This is an optimization exercise on Yosys and OpenROAD, whose aim is small area, not a production implementation.
The RTL was checked by simulation tests, not by an equivalence proof against the original design.
Power figures rest on the tool's default switching activity, not on a simulated workload.

==> flow/design.v (excerpt) <==
module ffe_lms_adapt
#(
    parameter int IN_BW      = 11,
    parameter int OUT_BW     = 9,
    parameter int COEF_BW    = 9,
    parameter int N_COEF     = 7,
    parameter int ACC_EXT    = 8,
    parameter int MU_TRAIN   = ffe_pkg::MU_TRAIN_DEF,
    parameter int MU_TRACK   = ffe_pkg::MU_TRACK_DEF,
    parameter int TRAIN_LEN  = 1024,
    parameter int CENTER_TAP = 3
) (
    input  logic                       i_clk,
    input  logic                       i_rst,
    input  logic                       i_en,
    input  logic [IN_BW-1:0]           i_data,
    input  logic [OUT_BW-1:0]          i_ffe_out,
    input  logic                       i_adapt_en,
    input  logic                       i_restart,
    output logic [COEF_BW*N_COEF-1:0]  o_coefs,
    output logic [OUT_BW:0]            o_error,
    output logic [1:0]                 o_state,
    output logic                       o_trained
);
Size: roughly 2600 cells after synthesis, about 100 I/O pins, roughly 24000 um^2 of cells after synthesis.
clock: 12.0 ns
lec_check: 0
abc_area: 1
cap_margin: 20
core_margin: 2
core_utilization: 40
slew_margin: 20
standard.sh (not shown) runs the stock make flow with config.mk's settings and CLKGATE_MAP_FILE= SYNTH_SCRIPT=/design/flow/synth_recipe.tcl, a recipe that flattens the netlist after the stock synthesis.
==> flow/flow/run.sh <==
#!/bin/bash
# The standard layout (standard.sh), with three changes:
#  - after the standard synthesis, flow/netopt.py removes inverters around the adder cells
#    (every used net keeps its function and the registers are untouched; see the script);
#  - the port buffers are the smallest plain buffer (buf_1);
#  - clock tree synthesis uses clkbuf_4/clkbuf_8 and inserts no dummy loads.
# Each tool's output goes to its own log file here.
set -euo pipefail
R=orfs/results/sky130hd/ffe_lms_adapt/base
bash standard.sh synth > orfs_synth.log 2>&1
python3 flow/netopt.py $R/1_2_yosys.v $R/1_2_yosys_opt.v > netopt.log 2>&1
cp $R/1_2_yosys.v $R/1_2_yosys_std.v
mv $R/1_2_yosys_opt.v $R/1_2_yosys.v
rm -f $R/1_synth.odb
bash standard.sh "BUFFER_PORTS_ARGS=-buffer_cell sky130_fd_sc_hd__buf_1" \
    "CTS_ARGS=-sink_clustering_enable -repair_clock_nets -dont_use_dummy_load -buf_list {sky130_fd_sc_hd__clkbuf_4 sky130_fd_sc_hd__clkbuf_8}" \
    SKIP_CTS_REPAIR_TIMING=1 finish > orfs_make.log 2>&1
Other scripts of this flow, unchanged in this note and not shown: flow/flow/netopt.py
The baseline passed the timing, DRC and antenna checks.
Edit:
--- a/flow/flow/run.sh
+++ b/flow/flow/run.sh
@@ -16,2 +16,2 @@
     "CTS_ARGS=-sink_clustering_enable -repair_clock_nets -dont_use_dummy_load -buf_list {sky130_fd_sc_hd__clkbuf_4 sky130_fd_sc_hd__clkbuf_8}" \
-    SKIP_CTS_REPAIR_TIMING=1 finish > orfs_make.log 2>&1
+    finish > orfs_make.log 2>&1
- ABC_AREA: 1 -> not set
The changed run finished clean. Via count drops by 10%. First-iteration DRC count drops by 31%. Setup slack gains 0.020 ns. Routed wire length drops by 9.2%. Synthesized area climbs by 1.3%. Utilization climbs by 0.65 points. Die area climbs by 1.3%. Cell count drops by 9.7%.
Edit:
- ABC_AREA: not set -> 1
- GPL_TIMING_DRIVEN: not set -> 0
=> Utilization came out higher by 0.45 points; hold slack loses 0.0085 ns; setup slack gets worse by 0.17 ns.
Edit:
- GPL_TIMING_DRIVEN: 0 -> not set
What happened: Non-clock buffer count is lower by 109. Utilization is lower by 1.1 points. Total power is lower by 5.3%. Synthesized cell count does not change. Routed wire length is lower by 26%.

---

Another version of the RTL of ffe_lms_adapt (not shown whole).
Size in the first run: roughly 2700 cells after synthesis, ~240 flip-flops.
export LEC_CHECK = 0
export ABC_AREA = 1
export CAP_MARGIN = 20
export CORE_MARGIN = 2
export CORE_UTILIZATION = 40
export SLEW_MARGIN = 20
create_clock -name core_clock -period 12.0 [get_ports {i_clk}]
==> flow/flow/run.sh <==
#!/bin/bash
# The standard layout, with the port buffers made from the smallest plain buffer.
set -euo pipefail
bash standard.sh "BUFFER_PORTS_ARGS=-buffer_cell sky130_fd_sc_hd__buf_1" finish > orfs_make.log 2>&1
Edit:
==> flow/run.sh (new file) <==
#!/bin/bash
# synth_recipe.tcl (not shown) runs the flow's synth.tcl, then flattens the netlist and writes it again
# the make line also repeats each setting of config.mk as NAME=value (left out here)
make -C /OpenROAD-flow-scripts/flow DESIGN_CONFIG=/design/flow/config.mk WORK_HOME=/design/flow/orfs CLKGATE_MAP_FILE= SYNTH_SCRIPT=/design/flow/synth_recipe.tcl finish
removed: flow/flow/run.sh
removed: flow/standard.sh
The changed run passed the timing, DRC and antenna checks.
Cell area went up slightly.
Maximum frequency barely changes.
Power rose slightly.

## re-timing with driven ports
The results above use ideal ports. As a check the final layouts listed here were re-extracted and re-timed, cells and wires unchanged.
Step 1 sets driving cells, clkbuf_16 on the clock port and buf_2 on the other inputs (assumed; they add their load-dependent delay and slew).
Step 2 also shifts input and output timing later by t, the mid clock arrival at the registers, as if the neighbouring blocks saw the same clock.
a / b / c = ideal ports / drivers / drivers and shift; a / b = the first two.
run	t, ns	setup WS [ns]	worst setup path after step 2	latest minus earliest clock arrival (ns)	cell pins on the clock port's net
the first run of note 1	0.692	0.375 / 0.375 / 0.375	register to register	0.096 / 0.096	1
the second run of note 1	0.659	0.395 / 0.395 / 0.395	register to register	0.093 / 0.093	1
the third run of note 1	0.690	0.230 / 0.230 / 0.230	register to register	0.090 / 0.089	1
the fourth run of note 1	0.695	0.371 / 0.371 / 0.371	register to register	0.097 / 0.098	1
the first run of note 2	0.650	0.358 / 0.358 / 0.358	register to register	0.016 / 0.016	1
the second run of note 2	0.633	0.347 / 0.347 / 0.347	register to register	0.017 / 0.017	1
After both steps setup and hold are still met in every run listed.
